Background: an optimization exercise with open tools, aiming at a short achievable clock period and few clock cycles per item. Do not read the settings as production practice.
Function was checked by simulation only, so behaviour that the tests miss may differ from the original.

==> run Z <==
Design link_keeping_drive_vector, start of the top module:
module link_keeping_drive_vector (
	input  logic                      clk,
	input  logic                      arst_n,
	input  logic                      psel,
	input  logic                      penable,
	input  logic                      pwrite,
	input  logic [2:0]                paddr,
	input  logic [31:0]               pwdata,
	output logic [31:0]               prdata,
	output logic                      pready,
	input  logic                      in_valid,
	output logic                      in_stall,
	input  logic signed [COORD_W-1:0] offset_x,
	input  logic signed [COORD_W-1:0] offset_y,
	input  logic                      present,
	input  logic                      frame_end,
	output logic                      out_valid,
	input  logic                      out_stall,
	output logic signed [COORD_W-1:0] drive_x,
	output logic signed [COORD_W-1:0] drive_y,
	output logic                      has_signal,
	output logic [CNT_W-1:0]          chosen_index
);
==> flow/config.mk <==
export PLATFORM = sky130hd
export DESIGN_NAME = link_keeping_drive_vector
export DESIGN_NICKNAME = link_keeping_drive_vector
export VERILOG_FILES = /design/flow/design.v
export SDC_FILE = /design/flow/constraint.sdc
export NUM_CORES = 4
export LEC_CHECK = 0
export ABC_CLOCK_PERIOD_IN_PS = 3000
export CAP_MARGIN = 20
export CORE_MARGIN = 2
export CORE_UTILIZATION = 60
export PLACE_DENSITY = 0.72
export SLEW_MARGIN = 20
==> flow/constraint.sdc <==
create_clock -name core_clock -period 11.0 [get_ports {clk}]
set_input_delay 2.2000 -clock core_clock [delete_from_list [all_inputs] [get_ports {clk}]]
set_output_delay 2.2000 -clock core_clock [all_outputs]
set_load 0.01 [all_outputs]
standard.sh (not shown) runs the stock make flow with config.mk's settings and CLKGATE_MAP_FILE= SYNTH_SCRIPT=/design/flow/synth_recipe.tcl, a recipe that flattens the netlist after the stock synthesis.
==> flow/flow/run.sh <==
#!/bin/bash
# Standard synthesis and layout; timing repair aims at a tighter period than
# the clock's (setup margin below), which the standard settings cap at 5 ns.
# Ports are buffered with buf_4 rather than the smallest buffer cell, which
# on this platform is a delay cell.
set -euo pipefail
MARGIN=${MARGIN:-7.5}
bash standard.sh synth > synth.log 2>&1
bash standard.sh finish SETUP_SLACK_MARGIN=$MARGIN TNS_END_PERCENT=100 \
  "BUFFER_PORTS_ARGS=-buffer_cell sky130_fd_sc_hd__buf_4" > layout.log 2>&1
==> run C: changes against run Z <==
--- a/flow/design.v
+++ b/flow/design.v
@@ -21,16 +21,14 @@
 	assign diff  = delta[W-1:0];
 endmodule
 module lkdv_qualify (
 	input  logic        clk,
 	input  logic        arst_n,
 	input  logic        beat_v,
-	input  logic        beat_sx,
-	input  logic        beat_sy,
-	input  logic [15:0] beat_ax,
-	input  logic [15:0] beat_ay,
+	input  logic [15:0] beat_x,
+	input  logic [15:0] beat_y,
 	input  logic        beat_p,
 	input  logic        beat_e,
 	input  logic [15:0] reach,
 	output logic        fr_v,
 	output logic        fr_f,
 	output logic        fr_sx,
@@ -44,27 +42,32 @@
 	logic        v1, e1, c1, sx1, sy1;
 	logic [2:0]  idx1;
 	logic [15:0] ax1, ay1;
 	always_ff @(posedge clk or negedge arst_n) begin
 		if (!arst_n) begin
 			cnt_q <= '0;
-		end else if (beat_v) begin
-			if (beat_e)
-				cnt_q <= '0;
-			else if (!cnt_q[3])
-				cnt_q <= cnt_q + 4'd1;
+			v1    <= 1'b0;
+		end else begin
+			v1 <= beat_v;
+			if (beat_v) begin
+				if (beat_e)
+					cnt_q <= '0;
+				else if (!cnt_q[3])
+					cnt_q <= cnt_q + 4'd1;
+			end
 		end
 	end
-	assign v1   = beat_v;
-	assign e1   = beat_e;
-	assign c1   = beat_p & ~cnt_q[3];
-	assign idx1 = cnt_q[2:0];
-	assign sx1  = beat_sx;
-	assign sy1  = beat_sy;
-	assign ax1  = beat_ax;
-	assign ay1  = beat_ay;
+	always_ff @(posedge clk) begin
+		e1   <= beat_e;
+		c1   <= beat_p & ~cnt_q[3];
+		idx1 <= cnt_q[2:0];
+		sx1  <= beat_x[15];
+		sy1  <= beat_y[15];
+		ax1  <= beat_x[15] ? (~beat_x + 16'd1) : beat_x;
+		ay1  <= beat_y[15] ? (~beat_y + 16'd1) : beat_y;
+	end
 	logic        v2, e2, c2, sx2, sy2;
 	logic [2:0]  idx2;
 	logic [15:0] ax2, ay2;
 	logic [11:0] xaa0, xaa1, xab0, xab1, xbb0, xbb1;
 	logic [11:0] yaa0, yaa1, yab0, yab1, ybb0, ybb1;
 	always_ff @(posedge clk or negedge arst_n) begin
@@ -89,85 +92,71 @@
 		yaa1 <= ay1[15:8] * ay1[15:12];
 		yab0 <= ay1[15:8] * ay1[3:0];
 		yab1 <= ay1[15:8] * ay1[7:4];
 		ybb0 <= ay1[7:0] * ay1[3:0];
 		ybb1 <= ay1[7:0] * ay1[7:4];
 	end
-	logic [31:0] t0, t1, t2, t3, t4, t5, t6, t7, t8, t9, t10, t11;
-	logic [31:0] s1a, c1a, s1b, c1b, s1c, c1c, s1d, c1d;
-	logic [31:0] s2a, c2a, s2b, c2b;
-	logic [31:0] s3a, c3a, s3b, c3b;
-	logic [31:0] s4, c4, s5, c5;
-	assign t0  = {xaa1, 20'd0};
-	assign t1  = {4'd0, xaa0, 16'd0};
-	assign t2  = {7'd0, xab1, 13'd0};
-	assign t3  = {11'd0, xab0, 9'd0};
-	assign t4  = {16'd0, xbb1, 4'd0};
-	assign t5  = {20'd0, xbb0};
-	assign t6  = {yaa1, 20'd0};
-	assign t7  = {4'd0, yaa0, 16'd0};
-	assign t8  = {7'd0, yab1, 13'd0};
-	assign t9  = {11'd0, yab0, 9'd0};
-	assign t10 = {16'd0, ybb1, 4'd0};
-	assign t11 = {20'd0, ybb0};
-	assign s1a = t0 ^ t1 ^ t2;
-	assign c1a = ((t0 & t1) | (t0 & t2) | (t1 & t2)) << 1;
-	assign s1b = t3 ^ t4 ^ t5;
-	assign c1b = ((t3 & t4) | (t3 & t5) | (t4 & t5)) << 1;
-	assign s1c = t6 ^ t7 ^ t8;
-	assign c1c = ((t6 & t7) | (t6 & t8) | (t7 & t8)) << 1;
-	assign s1d = t9 ^ t10 ^ t11;
-	assign c1d = ((t9 & t10) | (t9 & t11) | (t10 & t11)) << 1;
-	assign s2a = s1a ^ c1a ^ s1b;
-	assign c2a = ((s1a & c1a) | (s1a & s1b) | (c1a & s1b)) << 1;
-	assign s2b = c1b ^ s1c ^ c1c;
-	assign c2b = ((c1b & s1c) | (c1b & c1c) | (s1c & c1c)) << 1;
-	assign s3a = s2a ^ c2a ^ s2b;
-	assign c3a = ((s2a & c2a) | (s2a & s2b) | (c2a & s2b)) << 1;
-	assign s3b = c2b ^ s1d ^ c1d;
-	assign c3b = ((c2b & s1d) | (c2b & c1d) | (s1d & c1d)) << 1;
-	assign s4 = s3a ^ c3a ^ s3b;
-	assign c4 = ((s3a & c3a) | (s3a & s3b) | (c3a & s3b)) << 1;
-	assign s5 = s4 ^ c4 ^ c3b;
-	assign c5 = ((s4 & c4) | (s4 & c3b) | (c4 & c3b)) << 1;
 	logic        v3, e3, c3, sx3, sy3;
 	logic [2:0]  idx3;
 	logic [15:0] ax3, ay3;
-	logic [31:0] sum3, cry3;
+	logic [15:0] xaa3, xab3, xbb3, yaa3, yab3, ybb3;
 	always_ff @(posedge clk or negedge arst_n) begin
 		if (!arst_n) v3 <= 1'b0;
 		else         v3 <= v2;
 	end
 	always_ff @(posedge clk) begin
 		e3   <= e2;
 		c3   <= c2;
 		idx3 <= idx2;
 		sx3  <= sx2;
 		sy3  <= sy2;
 		ax3  <= ax2;
 		ay3  <= ay2;
-		sum3 <= s5;
-		cry3 <= c5;
+		xaa3 <= {xaa1, 4'd0} + {4'd0, xaa0};
+		xab3 <= {xab1, 4'd0} + {4'd0, xab0};
+		xbb3 <= {xbb1, 4'd0} + {4'd0, xbb0};
+		yaa3 <= {yaa1, 4'd0} + {4'd0, yaa0};
+		yab3 <= {yab1, 4'd0} + {4'd0, yab0};
+		ybb3 <= {ybb1, 4'd0} + {4'd0, ybb0};
+	end
+	logic        v4, e4, c4, sx4, sy4;
+	logic [2:0]  idx4;
+	logic [15:0] ax4, ay4;
+	logic [30:0] xsq4, ysq4;
+	always_ff @(posedge clk or negedge arst_n) begin
+		if (!arst_n) v4 <= 1'b0;
+		else         v4 <= v3;
+	end
+	always_ff @(posedge clk) begin
+		e4   <= e3;
+		c4   <= c3;
+		idx4 <= idx3;
+		sx4  <= sx3;
+		sy4  <= sy3;
+		ax4  <= ax3;
+		ay4  <= ay3;
+		xsq4 <= {xaa3[14:0], 16'd0} + {6'd0, xab3, 9'd0} + {15'd0, xbb3};
+		ysq4 <= {yaa3[14:0], 16'd0} + {6'd0, yab3, 9'd0} + {15'd0, ybb3};
 	end
 	logic        v4b, e4b, c4b, sx4b, sy4b;
 	logic [2:0]  idx4b;
 	logic [15:0] ax4b, ay4b;
 	logic [31:0] sq4;
 	always_ff @(posedge clk or negedge arst_n) begin
 		if (!arst_n) v4b <= 1'b0;
-		else         v4b <= v3;
+		else         v4b <= v4;
 	end
 	always_ff @(posedge clk) begin
-		e4b   <= e3;
-		c4b   <= c3;
-		idx4b <= idx3;
-		sx4b  <= sx3;
-		sy4b  <= sy3;
-		ax4b  <= ax3;
-		ay4b  <= ay3;
-		sq4   <= sum3 + cry3;
+		e4b   <= e4;
+		c4b   <= c4;
+		idx4b <= idx4;
+		sx4b  <= sx4;
+		sy4b  <= sy4;
+		ax4b  <= ax4;
+		ay4b  <= ay4;
+		sq4   <= {1'b0, xsq4} + {1'b0, ysq4};
 	end
 	logic [11:0] raa0, raa1, rab0, rab1, rbb0, rbb1;
 	logic [15:0] raa, rab, rbb;
 	logic [31:0] r2;
 	always_ff @(posedge clk) begin
 		raa0 <= reach[15:8] * reach[11:8];
@@ -1390,13 +1379,13 @@
 	input  logic                      out_stall,
 	output logic signed [COORD_W-1:0] drive_x,
 	output logic signed [COORD_W-1:0] drive_y,
 	output logic                      has_signal,
 	output logic [CNT_W-1:0]          chosen_index
 );
-	localparam int unsigned QA_W  = 4;                
+	localparam int unsigned QA_W  = 5;                
 	localparam int unsigned OWE_W = QA_W + 1;
 	localparam int unsigned LIMIT = (1 << QA_W) - 2;  
 	logic [COORD_W-1:0] reach_q;
 	logic [DRIVE_W-1:0] gain_q;
 	logic [31:0]        prdata_q;
 	assign pready = 1'b1;
@@ -1413,39 +1402,35 @@
 	end
 	always_ff @(posedge clk) begin
 		prdata_q <= paddr[2] ? {{(32-DRIVE_W){1'b0}}, gain_q} : {{(32-COORD_W){1'b0}}, reach_q};
 	end
 	assign prdata = prdata_q;
 	logic               in_stall_q;
-	logic               bv_q, be_q, bp_q, bsx_q, bsy_q;
+	logic               bv_q, be_q, bp_q;
 	logic [COORD_W-1:0] bx_q, by_q;
 	always_ff @(posedge clk or negedge arst_n) begin
 		if (!arst_n) bv_q <= 1'b0;
 		else         bv_q <= in_valid & ~in_stall_q;
 	end
 	always_ff @(posedge clk) begin
-		bsx_q <= offset_x[COORD_W-1];
-		bsy_q <= offset_y[COORD_W-1];
-		bx_q  <= offset_x[COORD_W-1] ? (~offset_x + 1'b1) : offset_x;
-		by_q  <= offset_y[COORD_W-1] ? (~offset_y + 1'b1) : offset_y;
-		bp_q  <= present;
-		be_q  <= frame_end;
+		bx_q <= offset_x;
+		by_q <= offset_y;
+		bp_q <= present;
+		be_q <= frame_end;
 	end
 	assign in_stall = in_stall_q;
 	logic        fr_v, fr_f, fr_sx, fr_sy;
 	logic [15:0] fr_ax, fr_ay;
 	logic [2:0]  fr_idx;
 	logic [31:0] fr_sq;
 	lkdv_qualify u_qualify (
 		.clk    (clk),
 		.arst_n (arst_n),
 		.beat_v (bv_q),
-		.beat_sx(bsx_q),
-		.beat_sy(bsy_q),
-		.beat_ax(bx_q),
-		.beat_ay(by_q),
+		.beat_x (bx_q),
+		.beat_y (by_q),
 		.beat_p (bp_q),
 		.beat_e (be_q),
 		.reach  (reach_q),
 		.fr_v   (fr_v),
 		.fr_f   (fr_f),
 		.fr_sx  (fr_sx),
@@ -1485,14 +1470,12 @@
 	logic [36:0]     rq_head;
 	logic            rq_nonempty;
 	logic            head_v;
 	logic [36:0]     head_d;
 	logic            out_valid_q;
 	logic [36:0]     out_q;
-	logic [36:0]     rq_prev;
-	logic            ov_port_q;
 	logic            out_load;
 	assign res_x = sc_f ? (sc_sx ? (16'd0 - {1'b0, sc_qx}) : {1'b0, sc_qx}) : 16'd0;
 	assign res_y = sc_f ? (sc_sy ? (16'd0 - {1'b0, sc_qy}) : {1'b0, sc_qy}) : 16'd0;
 	assign res   = {res_x, res_y, sc_f, sc_f ? {1'b0, sc_idx} : 4'd0};
 	always_ff @(posedge clk) begin
 		if (sc_v)
@@ -1505,29 +1488,27 @@
 	assign out_load    = ~out_valid_q | ~out_stall;
 	always_ff @(posedge clk or negedge arst_n) begin
 		if (!arst_n) begin
 			wp_q        <= '0;
 			rp_q        <= '0;
 			out_valid_q <= 1'b0;
-			ov_port_q   <= 1'b0;
 		end else begin
-			ov_port_q <= ~out_load | head_v;
 			if (sc_v)
 				wp_q <= wp_q + 1'b1;
 			if (out_load) begin
 				out_valid_q <= head_v;
 				if (head_v)
 					rp_q <= rp_q + 1'b1;
 			end
 		end
 	end
-	assign rq_prev = rq_mem[rp_q[QA_W-1:0] - 1'b1];
 	always_ff @(posedge clk) begin
-		out_q <= out_load ? head_d : rq_prev;
+		if (out_load)
+			out_q <= head_d;
 	end
-	assign out_valid    = ov_port_q;
+	assign out_valid    = out_valid_q;
 	assign drive_x      = out_q[36:21];
 	assign drive_y      = out_q[20:5];
 	assign has_signal   = out_q[4];
 	assign chosen_index = out_q[3:0];
 	logic [OWE_W-1:0] owed_q;
 	logic [OWE_W-1:0] owed_d;
==> flow/flow/run.sh (replaced) <==
#!/bin/bash
# Standard synthesis and layout; timing repair aims at a tighter period than
# the clock's (setup margin below), which the standard settings cap at 5 ns.
set -euo pipefail
MARGIN=${MARGIN:-7.5}
bash standard.sh synth > synth.log 2>&1
bash standard.sh finish SETUP_SLACK_MARGIN=$MARGIN TNS_END_PERCENT=100 > layout.log 2>&1
==> comparison <==
- Critical path depth is the same in run Z and run C.
- Of run C and run Z, run Z has the higher non-clock buffer count (gap 58).
- Between run Z and run C, the lower clock-buffer cell count is in run Z (gap 85).
- Run Z went through all stages and came out clean. Run C passed the timing, design-rule and antenna checks.
Testbench counts of run Z, summed over its fixed seeds: cycles 19,264, frames 4,096.
Testbench counts of run C, summed over its fixed seeds: cycles 19,328, frames 4,096.

==> what the ideal ports hide <==
How much do the figures lean on ideal ports? The routed layouts below were timed once more, with nothing changed but the port constraints. Step 1 assumes that a clkbuf_16 drives the clock port and a buf_2 every other input. Step 2 times the ports against the registers' clock, not the clock port: input delays grow and output delays shrink by t, the midpoint of the rising clock arrivals with the driver on. a / b / c = no drivers / after step 1 / after step 2; a / b = the first two.
run | t, ns | setup WS [ns] | worst setup path after step 2 | pins driven straight from the clock port
run Z | 1.015 | 7.254 / 7.150 / 6.924 | input to register | 1
run C | 1.021 | 7.097 / 6.998 / 6.998 | input to register | 1
After both steps every run listed still meets setup and hold. For run Z, which loses most, drivers alone change the setup slack by -0.104 ns; drivers and shift together by -0.330 ns.
